Source: an optimization exercise on an open RTL-to-GDS flow (aim: small area). Production flows keep margins and buffers that such runs may drop.
Function was checked by simulation only, so behaviour that the tests miss may differ from the original.
The flow treats the clock pin as an ideal source, which a real chip does not have.
Power and IR drop assume default switching activity.

## bmp24_stream_to_rgb565
module bmp24_stream_to_rgb565 (
   input  logic                  clock,
   input  logic                  reset,
   input  logic                  req_tvalid,
   output logic                  req_tready,
   input  logic [7:0]            req_tdata,    
   input  logic                  req_tuser,    
   output logic                  rsp_tvalid,
   input  logic                  rsp_tready,
   output logic [55:0]           rsp_tdata,    
   output logic [2:0]            rsp_tuser,    
   output logic                  rsp_tlast,
   input  logic                  csr_valid,
   output logic                  csr_ready,
   input  logic [1:0]            csr_index,
   input  logic [15:0]           csr_wdata
);
==> flow/config.mk <==
export PLATFORM = sky130hd
export DESIGN_NAME = bmp24_stream_to_rgb565
export DESIGN_NICKNAME = bmp24_stream_to_rgb565
export VERILOG_FILES = /design/flow/design.v
export SDC_FILE = /design/flow/constraint.sdc
export NUM_CORES = 4
export LEC_CHECK = 0
export CAP_MARGIN = 20
export CORE_MARGIN = 2
export CORE_UTILIZATION = 70
export CTS_BUF_LIST = sky130_fd_sc_hd__clkbuf_8
export SLEW_MARGIN = 20
==> flow/constraint.sdc <==
create_clock -name core_clock -period 5.0 [get_ports {clock}]
set_input_delay 1.0000 -clock core_clock [delete_from_list [all_inputs] [get_ports {clock}]]
set_output_delay 1.0000 -clock core_clock [all_outputs]
set_load 0.01 [all_outputs]
standard.sh (not shown) runs the stock make flow with config.mk's settings and CLKGATE_MAP_FILE= SYNTH_SCRIPT=/design/flow/synth_recipe.tcl, a recipe that flattens the netlist after the stock synthesis.
==> flow/flow/run.sh <==
#!/bin/bash
# Layout flow: the standard flow (standard.sh) with these changes.
#  - Synthesis runs the standard flow's synthesis script (synth_recipe.tcl) as
#    flow/synth.tcl, except that abc maps the logic with flow/map.abc, an
#    area-recovering mapping under a delay target, in place of the platform's
#    speed script, and adders are left to abc (ADDER_MAP_FILE empty) rather
#    than mapped to the library's half and full adder cells. Registers are
#    mapped before abc and are left as they are.
#  - The port buffers are plain buf_1 cells.
#  - Clock tree synthesis uses clkbuf_8 cells and no dummy loads.
# Every tool writes its full log under orfs/logs; make's output goes to
# flow.log.
set -euo pipefail
F=$PWD/flow
export MY_ABC_SCRIPT=$F/map.abc
export BUFFER_PORTS_ARGS="-buffer_cell sky130_fd_sc_hd__buf_1"
export CTS_ARGS="-sink_clustering_enable -repair_clock_nets -buf_list sky130_fd_sc_hd__clkbuf_8 -dont_use_dummy_load"
sed "s#SYNTH_SCRIPT=[^ ]*#SYNTH_SCRIPT=$F/synth.tcl ADDER_MAP_FILE=#" standard.sh > flow_standard.sh
grep -q "SYNTH_SCRIPT=$F/synth.tcl" flow_standard.sh
bash flow_standard.sh > flow.log 2>&1
==> flow/flow/map.abc <==
strash
dch
map -D 1500
strash
dch
map -D 1500
topo
stime -c
==> flow/flow/synth.tcl <==
proc synth {args} { yosys synth -nofsm -noshare {*}$args }
# map with our own abc script instead of the platform's speed script
proc abc {args} {
  set i [lsearch -exact $args -script]
  if { $i >= 0 } { set args [lreplace $args [expr {$i + 1}] [expr {$i + 1}] $::env(MY_ABC_SCRIPT)] }
  yosys abc {*}$args
}
source $::env(SCRIPTS_DIR)/synth.tcl
# left out here: clear keep_hierarchy, flatten, clean up, hide names made inside functions, write 1_2_yosys.v
The starting point completed without violations.
Then changed:
--- a/flow/flow/run.sh
+++ b/flow/flow/run.sh
@@ -16,3 +16,3 @@
 export BUFFER_PORTS_ARGS="-buffer_cell sky130_fd_sc_hd__buf_1"
-export CTS_ARGS="-sink_clustering_enable -repair_clock_nets -buf_list sky130_fd_sc_hd__clkbuf_8 -dont_use_dummy_load"
+export CTS_ARGS="-sink_clustering_enable -repair_clock_nets -buf_list \"sky130_fd_sc_hd__clkbuf_4 sky130_fd_sc_hd__clkbuf_8\" -root_buf sky130_fd_sc_hd__clkbuf_8 -dont_use_dummy_load"
 sed "s#SYNTH_SCRIPT=[^ ]*#SYNTH_SCRIPT=$F/synth.tcl ADDER_MAP_FILE=#" standard.sh > flow_standard.sh
==> flow/flow/map.abc (replaced) <==
strash
dch
map -D 2000
strash
dch
map -D 2000
topo
stime -c
CTS_BUF_LIST = sky130_fd_sc_hd__clkbuf_4 sky130_fd_sc_hd__clkbuf_8   (was sky130_fd_sc_hd__clkbuf_8)
- The new run ran to the end with no violations
- worst setup slack is worse by 0.20 ns
- die area decreases by 1.4%
- hold slack is better by 0.012 ns
- sequential power hardly moves
- clock skew increases by 0.018 ns
- design area decreases by 0.45%
Then changed:
==> flow/flow/run.sh (replaced) <==
#!/bin/bash
# Layout flow: the standard flow (standard.sh) with these changes.
#  - Synthesis runs the standard flow's synthesis script (synth_recipe.tcl) as
#    flow/synth.tcl, except that abc maps the logic with flow/map.abc (an
#    AIG resynthesis for size, then area-recovering mapping under a delay
#    target) in place of the platform's speed script, and adders are left to abc (ADDER_MAP_FILE empty) rather
#    than mapped to the library's half and full adder cells. Registers are
#    mapped before abc and are left as they are.
#  - The port buffers are plain buf_1 cells.
#  - Clock tree synthesis uses a clkbuf_8 root, clkbuf_4 cells below it and
#    no dummy loads.
# Every tool writes its full log under orfs/logs; make's output goes to
# flow.log.
set -euo pipefail
F=$PWD/flow
export MY_ABC_SCRIPT=$F/map.abc
export BUFFER_PORTS_ARGS="-buffer_cell sky130_fd_sc_hd__buf_1"
export CTS_ARGS="-repair_clock_nets -buf_list sky130_fd_sc_hd__clkbuf_4 -root_buf sky130_fd_sc_hd__clkbuf_8 -dont_use_dummy_load"
sed "s#SYNTH_SCRIPT=[^ ]*#SYNTH_SCRIPT=$F/synth.tcl ADDER_MAP_FILE=#" standard.sh > flow_standard.sh
grep -q "SYNTH_SCRIPT=$F/synth.tcl" flow_standard.sh
bash flow_standard.sh > flow.log 2>&1
==> flow/flow/map.abc (replaced) <==
strash
&get -n
&deepsyn -J 200 -T 600
&put
dch
map -D 2000
strash
dch
map -D 2000
topo
stime -c
CORE_UTILIZATION = 76   (was 70)
CTS_BUF_LIST = sky130_fd_sc_hd__clkbuf_4   (was sky130_fd_sc_hd__clkbuf_4 sky130_fd_sc_hd__clkbuf_8)
Via count shrinks by 0.36%.
Cell area shrinks by 3.5%.
Clock-buffer cell count is unchanged.
Non-clock buffer count grows by 3.
Final cell count shrinks by 3.8%.
Then changed:
==> flow/flow/map.abc (replaced) <==
strash
&get -n
&deepsyn -J 200 -T 600
&put
dch
amap
topo
stime -c
This time the run never finished: it broke off in 4_1_cts, error DPL-0038.
Area after synthesis falls by 3.2%.
Synthesized cell count falls by 10%.
Then changed:
==> flow/flow/run.sh (replaced) <==
#!/bin/bash
# Layout flow: the standard flow (standard.sh) with these changes.
#  - Synthesis runs the standard flow's synthesis script (synth_recipe.tcl) as
#    flow/synth.tcl, except that abc maps the logic with flow/map.abc, an
#    area-recovering mapping under a delay target, in place of the platform's
#    speed script, and adders are left to abc (ADDER_MAP_FILE empty) rather
#    than mapped to the library's half and full adder cells. Registers are
#    mapped before abc and are left as they are.
#  - The port buffers are plain buf_1 cells.
#  - Clock tree synthesis uses clkbuf_8 cells and no dummy loads.
# Every tool writes its full log under orfs/logs; make's output goes to
# flow.log.
set -euo pipefail
F=$PWD/flow
export MY_ABC_SCRIPT=$F/map.abc
export BUFFER_PORTS_ARGS="-buffer_cell sky130_fd_sc_hd__buf_1"
export CTS_ARGS="-sink_clustering_enable -repair_clock_nets -buf_list sky130_fd_sc_hd__clkbuf_8 -dont_use_dummy_load"
sed "s#SYNTH_SCRIPT=[^ ]*#SYNTH_SCRIPT=$F/synth.tcl ADDER_MAP_FILE=#" standard.sh > flow_standard.sh
grep -q "SYNTH_SCRIPT=$F/synth.tcl" flow_standard.sh
bash flow_standard.sh > flow.log 2>&1
==> flow/flow/map.abc (replaced) <==
strash
&get -n
&deepsyn -T 60
&put
dch
map -D 2000
strash
dch
map -D 2000
topo
stime -c
CORE_UTILIZATION = 70   (was 76)
CTS_BUF_LIST = sky130_fd_sc_hd__clkbuf_8   (was sky130_fd_sc_hd__clkbuf_4)
Outcome: This time the run went through all stages and came out clean. Synthesized cell count increases by roughly a tenth. Synthesized area increases by a few percent.
Then changed:
--- a/flow/flow/run.sh
+++ b/flow/flow/run.sh
@@ -16,3 +16,3 @@
 export BUFFER_PORTS_ARGS="-buffer_cell sky130_fd_sc_hd__buf_1"
-export CTS_ARGS="-sink_clustering_enable -repair_clock_nets -buf_list sky130_fd_sc_hd__clkbuf_8 -dont_use_dummy_load"
+export CTS_ARGS="-repair_clock_nets -buf_list \"sky130_fd_sc_hd__clkbuf_4 sky130_fd_sc_hd__clkbuf_8\" -root_buf sky130_fd_sc_hd__clkbuf_8 -dont_use_dummy_load"
 sed "s#SYNTH_SCRIPT=[^ ]*#SYNTH_SCRIPT=$F/synth.tcl ADDER_MAP_FILE=#" standard.sh > flow_standard.sh
==> flow/flow/map.abc (replaced) <==
strash
dch
map -D 2000
strash
dch
map -D 2000
topo
stime -c
CTS_BUF_LIST = sky130_fd_sc_hd__clkbuf_4 sky130_fd_sc_hd__clkbuf_8   (was sky130_fd_sc_hd__clkbuf_8)
=>
- final cell count went up by 3.9%
- combinational power went up by 20%
- first-iteration DRC count went down by 2.3%
- cell area went up by 2.6%

---

== build 90 ==
Another version of the RTL of bmp24_stream_to_rgb565 (not shown whole).
Size: ~1100 cells after synthesis, ~140 flip-flops.
clock: 5.0 ns
lec_check: 0
cap_margin: 20
core_margin: 2
core_utilization: 80
cts_buf_list: sky130_fd_sc_hd__clkbuf_8
slew_margin: 20
==> flow/flow/run.sh <==
#!/bin/bash
# The standard layout (standard.sh), with plain buf_1 cells as the port
# buffers and no CTS dummy loads; each tool's output is in orfs/logs.
export BUFFER_PORTS_ARGS="-buffer_cell sky130_fd_sc_hd__buf_1"
export CTS_ARGS="-sink_clustering_enable -repair_clock_nets -buf_list sky130_fd_sc_hd__clkbuf_8 -dont_use_dummy_load"
bash standard.sh > standard.log 2>&1
Here is what was changed in the inputs of build 69 compared with build 90.
# build 90
export LEC_CHECK = 0
export CAP_MARGIN = 20
export CORE_MARGIN = 2
export CORE_UTILIZATION = 80
export CTS_BUF_LIST = sky130_fd_sc_hd__clkbuf_8
export SLEW_MARGIN = 20
create_clock -name core_clock -period 5.0 [get_ports {clock}]
# build 69
export LEC_CHECK = 0
export CAP_MARGIN = 20
export CORE_MARGIN = 2
export CORE_UTILIZATION = 70
export CTS_BUF_LIST = sky130_fd_sc_hd__clkbuf_8
export SLEW_MARGIN = 20
create_clock -name core_clock -period 5.0 [get_ports {clock}]
[summary]
Diff build 90..build 69 | flip-flop and latch count | unchanged. In the reports for build 90 and build 69, the smaller power belongs to build 69. Final cell count for build 69 is higher than for build 90. In build 69, global routing met1 resource utilization is lower than in build 90.
### build 69 -> build 44
# build 69
export LEC_CHECK = 0
export CAP_MARGIN = 20
export CORE_MARGIN = 2
export CORE_UTILIZATION = 70
export CTS_BUF_LIST = sky130_fd_sc_hd__clkbuf_8
export SLEW_MARGIN = 20
create_clock -name core_clock -period 5.0 [get_ports {clock}]
# build 44
export LEC_CHECK = 0
export CAP_MARGIN = 20
export CORE_MARGIN = 2
export CORE_UTILIZATION = 40
export CTS_BUF_LIST = sky130_fd_sc_hd__clkbuf_8
export SLEW_MARGIN = 20
create_clock -name core_clock -period 5.0 [get_ports {clock}]
==> flow/flow/run.sh <==
#!/bin/bash
# The standard layout (standard.sh), with plain buf_1 cells as the
# port buffers; each tool's output is in the ORFS logs under orfs/logs.
export BUFFER_PORTS_ARGS="-buffer_cell sky130_fd_sc_hd__buf_1"
bash standard.sh > standard.log 2>&1
==> comparison <==
- Compared build 44 vs build 69, and slew at the pin closest to its max-slew limit is down in build 44.
- When build 44 is measured against build 69, its number of clock buffer instances in the layout turns out 2 higher.
- Number of global-route vias before repair ends up higher on build 69.

---

Another version of the RTL of bmp24_stream_to_rgb565 (not shown whole).
Size in the first run: ~95 I/O pins, roughly 7400 um^2 of cells after synthesis.
Design bmp24_stream_to_rgb565, start of the top module:
module bmp24_stream_to_rgb565 (
   input  logic                  clock,
   input  logic                  reset,
   input  logic                  req_tvalid,
   output logic                  req_tready,
   input  logic [7:0]            req_tdata,    
   input  logic                  req_tuser,    
   output logic                  rsp_tvalid,
   input  logic                  rsp_tready,
   output logic [55:0]           rsp_tdata,    
   output logic [2:0]            rsp_tuser,    
   output logic                  rsp_tlast,
   input  logic                  csr_valid,
   output logic                  csr_ready,
   input  logic [1:0]            csr_index,
   input  logic [15:0]           csr_wdata
);
   logic [15:0] origin_x, origin_y;
   logic        off_screen;
   bsr_csr u_csr (
      .clock      (clock),
      .reset      (reset),
      .csr_valid  (csr_valid),
      .csr_ready  (csr_ready),
      .csr_index  (csr_index),
      .csr_wdata  (csr_wdata),
      .origin_x   (origin_x),
      .origin_y   (origin_y),
  ...
Settings: LEC_CHECK=0, CAP_MARGIN=20, CORE_MARGIN=2, CORE_UTILIZATION=76, CTS_BUF_LIST=sky130_fd_sc_hd__clkbuf_4, SLEW_MARGIN=20; clock period 5.0 ns.
==> flow/flow/run.sh <==
#!/bin/bash
# Layout flow: the standard flow (standard.sh) with these changes.
#  - Synthesis runs the standard flow's synthesis script (synth_recipe.tcl) as
#    flow/synth.tcl, except that abc maps the logic with flow/map.abc (an
#    AIG resynthesis for size, then area-recovering mapping under a delay
#    target) in place of the platform's speed script, and adders are left to abc (ADDER_MAP_FILE empty) rather
#    than mapped to the library's half and full adder cells. Registers are
#    mapped before abc and are left as they are.
#  - The port buffers are plain buf_1 cells.
#  - Clock tree synthesis uses a clkbuf_8 root, clkbuf_4 cells below it and
#    no dummy loads; flow/post_cts.tcl then upsizes to clkbuf_8 each clkbuf_4
#    whose output slew is high.
# Every tool writes its full log under orfs/logs; make's output goes to
# flow.log.
set -euo pipefail
F=$PWD/flow
export MY_ABC_SCRIPT=$F/map.abc
export BUFFER_PORTS_ARGS="-buffer_cell sky130_fd_sc_hd__buf_1"
export POST_CTS_TCL=$F/post_cts.tcl
export CTS_ARGS="-repair_clock_nets -buf_list sky130_fd_sc_hd__clkbuf_4 -root_buf sky130_fd_sc_hd__clkbuf_8 -dont_use_dummy_load"
sed "s#SYNTH_SCRIPT=[^ ]*#SYNTH_SCRIPT=$F/synth.tcl ADDER_MAP_FILE=#" standard.sh > flow_standard.sh
grep -q "SYNTH_SCRIPT=$F/synth.tcl" flow_standard.sh
bash flow_standard.sh > flow.log 2>&1
==> flow/flow/map.abc <==
strash
&get -n
&deepsyn -J 200 -T 600
&put
dch
amap -m -Q 0.1
topo
stime -c
==> flow/flow/post_cts.tcl <==
estimate_parasitics -placement
set upsized 0
foreach inst [get_cells *] {
  if { [get_property $inst ref_name] != "sky130_fd_sc_hd__clkbuf_4" } { continue }
  set opin [get_pins -of_objects $inst -filter "direction == output"]
  if { [get_property $opin slew_max] > 0.100 } {
    replace_cell $inst sky130_fd_sc_hd__clkbuf_8
    incr upsized
  }
}
puts "post_cts.tcl: upsized $upsized clock buffers"
if { $upsized > 0 } {
  detailed_placement
  check_placement -verbose
}
Scripts as last shown in full above: flow/flow/synth.tcl
The starting point completed with no timing, DRC or antenna violations.
==> next run, changes <==
--- a/flow/flow/run.sh
+++ b/flow/flow/run.sh
@@ -9,6 +9,5 @@
 #  - The port buffers are plain buf_1 cells.
 #  - Clock tree synthesis uses a clkbuf_8 root, clkbuf_4 cells below it and
-#    no dummy loads; flow/post_cts.tcl then upsizes to clkbuf_8 each clkbuf_4
-#    whose output slew is high.
+#    no dummy loads.
 # Every tool writes its full log under orfs/logs; make's output goes to
 # flow.log.
@@ -17,5 +16,4 @@
 export MY_ABC_SCRIPT=$F/map.abc
 export BUFFER_PORTS_ARGS="-buffer_cell sky130_fd_sc_hd__buf_1"
-export POST_CTS_TCL=$F/post_cts.tcl
 export CTS_ARGS="-repair_clock_nets -buf_list sky130_fd_sc_hd__clkbuf_4 -root_buf sky130_fd_sc_hd__clkbuf_8 -dont_use_dummy_load"
 sed "s#SYNTH_SCRIPT=[^ ]*#SYNTH_SCRIPT=$F/synth.tcl ADDER_MAP_FILE=#" standard.sh > flow_standard.sh
--- a/flow/config.mk
+++ b/flow/config.mk
@@ -8,5 +8,5 @@
 export CAP_MARGIN = 20
 export CORE_MARGIN = 2
-export CORE_UTILIZATION = 76
+export CORE_UTILIZATION = 82
 export CTS_BUF_LIST = sky130_fd_sc_hd__clkbuf_4
 export SLEW_MARGIN = 20
removed: flow/flow/post_cts.tcl
Outcome: The changed run ended with an error in global placement (3_3_place_gp), error GPL-0301; area after synthesis stays the same; synthesized cell count stays the same.
==> next run, changes <==
--- a/flow/flow/run.sh
+++ b/flow/flow/run.sh
@@ -8,5 +8,5 @@
 #    mapped before abc and are left as they are.
 #  - The port buffers are plain buf_1 cells.
-#  - Clock tree synthesis uses a clkbuf_8 root, clkbuf_4 cells below it and
+#  - Clock tree synthesis uses clkbuf_8 cells and
 #    no dummy loads.
 # Every tool writes its full log under orfs/logs; make's output goes to
@@ -16,5 +16,5 @@
 export MY_ABC_SCRIPT=$F/map.abc
 export BUFFER_PORTS_ARGS="-buffer_cell sky130_fd_sc_hd__buf_1"
-export CTS_ARGS="-repair_clock_nets -buf_list sky130_fd_sc_hd__clkbuf_4 -root_buf sky130_fd_sc_hd__clkbuf_8 -dont_use_dummy_load"
+export CTS_ARGS="-sink_clustering_enable -repair_clock_nets -buf_list sky130_fd_sc_hd__clkbuf_8 -dont_use_dummy_load"
 sed "s#SYNTH_SCRIPT=[^ ]*#SYNTH_SCRIPT=$F/synth.tcl ADDER_MAP_FILE=#" standard.sh > flow_standard.sh
 grep -q "SYNTH_SCRIPT=$F/synth.tcl" flow_standard.sh
--- a/flow/config.mk
+++ b/flow/config.mk
@@ -8,5 +8,5 @@
 export CAP_MARGIN = 20
 export CORE_MARGIN = 2
-export CORE_UTILIZATION = 82
-export CTS_BUF_LIST = sky130_fd_sc_hd__clkbuf_4
+export CORE_UTILIZATION = 76
+export CTS_BUF_LIST = sky130_fd_sc_hd__clkbuf_8
 export SLEW_MARGIN = 20
What happened:
- Now the flow ran to the end with no violations
- area after synthesis does not change
- synthesized cell count is unchanged
==> next run, changes <==
--- a/flow/flow/run.sh
+++ b/flow/flow/run.sh
@@ -8,6 +8,7 @@
 #    mapped before abc and are left as they are.
 #  - The port buffers are plain buf_1 cells.
-#  - Clock tree synthesis uses clkbuf_8 cells and
-#    no dummy loads.
+#  - Clock tree synthesis uses a clkbuf_8 root, clkbuf_4 cells below it and
+#    no dummy loads; flow/post_cts.tcl then upsizes to clkbuf_8 each clkbuf_4
+#    whose output slew is high.
 # Every tool writes its full log under orfs/logs; make's output goes to
 # flow.log.
@@ -16,5 +17,6 @@
 export MY_ABC_SCRIPT=$F/map.abc
 export BUFFER_PORTS_ARGS="-buffer_cell sky130_fd_sc_hd__buf_1"
-export CTS_ARGS="-sink_clustering_enable -repair_clock_nets -buf_list sky130_fd_sc_hd__clkbuf_8 -dont_use_dummy_load"
+export POST_CTS_TCL=$F/post_cts.tcl
+export CTS_ARGS="-repair_clock_nets -buf_list sky130_fd_sc_hd__clkbuf_4 -root_buf sky130_fd_sc_hd__clkbuf_8 -dont_use_dummy_load"
 sed "s#SYNTH_SCRIPT=[^ ]*#SYNTH_SCRIPT=$F/synth.tcl ADDER_MAP_FILE=#" standard.sh > flow_standard.sh
 grep -q "SYNTH_SCRIPT=$F/synth.tcl" flow_standard.sh
==> flow/flow/map.abc (replaced) <==
strash
&get -n
&deepsyn -J 200 -T 600
&put
dch
amap
topo
stime -c
==> flow/flow/post_cts.tcl (new file) <==
estimate_parasitics -placement
set upsized 0
foreach inst [get_cells *] {
  if { [get_property $inst ref_name] != "sky130_fd_sc_hd__clkbuf_4" } { continue }
  set opin [get_pins -of_objects $inst -filter "direction == output"]
  if { [get_property $opin slew_max] > 0.100 } {
    replace_cell $inst sky130_fd_sc_hd__clkbuf_8
    incr upsized
  }
}
puts "post_cts.tcl: upsized $upsized clock buffers"
if { $upsized > 0 } {
  detailed_placement
  check_placement -verbose
}
--- a/flow/config.mk
+++ b/flow/config.mk
@@ -9,4 +9,4 @@
 export CORE_MARGIN = 2
 export CORE_UTILIZATION = 76
-export CTS_BUF_LIST = sky130_fd_sc_hd__clkbuf_8
+export CTS_BUF_LIST = sky130_fd_sc_hd__clkbuf_4
 export SLEW_MARGIN = 20
What happened: Design area shrinks by 2.1%; clock-buffer cell count stays the same; wire length is about the same.

==> port drivers added, routing unchanged <==
Ports are ideal in the flow. The routed layouts listed here were re-timed in OpenROAD. Step 1 assumes that a clkbuf_16 drives the clock port and a buf_2 every other input. Step 2, shift: input delay + t, output delay - t, t = (earliest + latest rising clock arrival at the registers) / 2. This alone moves slack from input paths to output paths. a / b / c = ideal / step 1 / step 2; a / b = the first two.
| run | t (ns) | setup WS [ns] | latest minus earliest clock arrival (ns) | worst data-port slew with drivers (ns) |
|---|---|---|---|---|
| the first run of note 1 | 0.486 | 0.501 / 0.466 / 0.952 | 0.025 / 0.024 | 0.04 |
| the second run of note 1 | 0.483 | 0.306 / 0.269 / 0.751 | 0.037 / 0.037 | 0.04 |
| the third run of note 1 | 0.458 | 0.310 / 0.276 / 0.733 | 0.027 / 0.027 | 0.04 |
| the fifth run of note 1 | 0.491 | 0.297 / 0.261 / 0.753 | 0.016 / 0.017 | 0.03 |
| the sixth run of note 1 | 0.483 | 0.306 / 0.269 / 0.751 | 0.037 / 0.037 | 0.04 |
| build 90 | 0.497 | 0.105 / 0.069 / 0.566 | 0.018 / 0.018 | 0.05 |
| build 69 | 0.487 | 0.146 / 0.107 / 0.594 | 0.039 / 0.040 | 0.03 |
| build 44 | 0.486 | 0.152 / 0.109 / 0.596 | 0.018 / 0.017 | 0.05 |
| the first run of note 3 | 0.460 | 0.254 / 0.254 / 0.254 | 0.031 / 0.031 | 0.04 |
| the third run of note 3 | 0.474 | 0.312 / 0.312 / 0.312 | 0.027 / 0.027 | 0.04 |
| the fourth run of note 3 | 0.448 | 0.248 / 0.248 / 0.248 | 0.028 / 0.028 | 0.04 |
After both steps setup and hold are still met in every run listed.
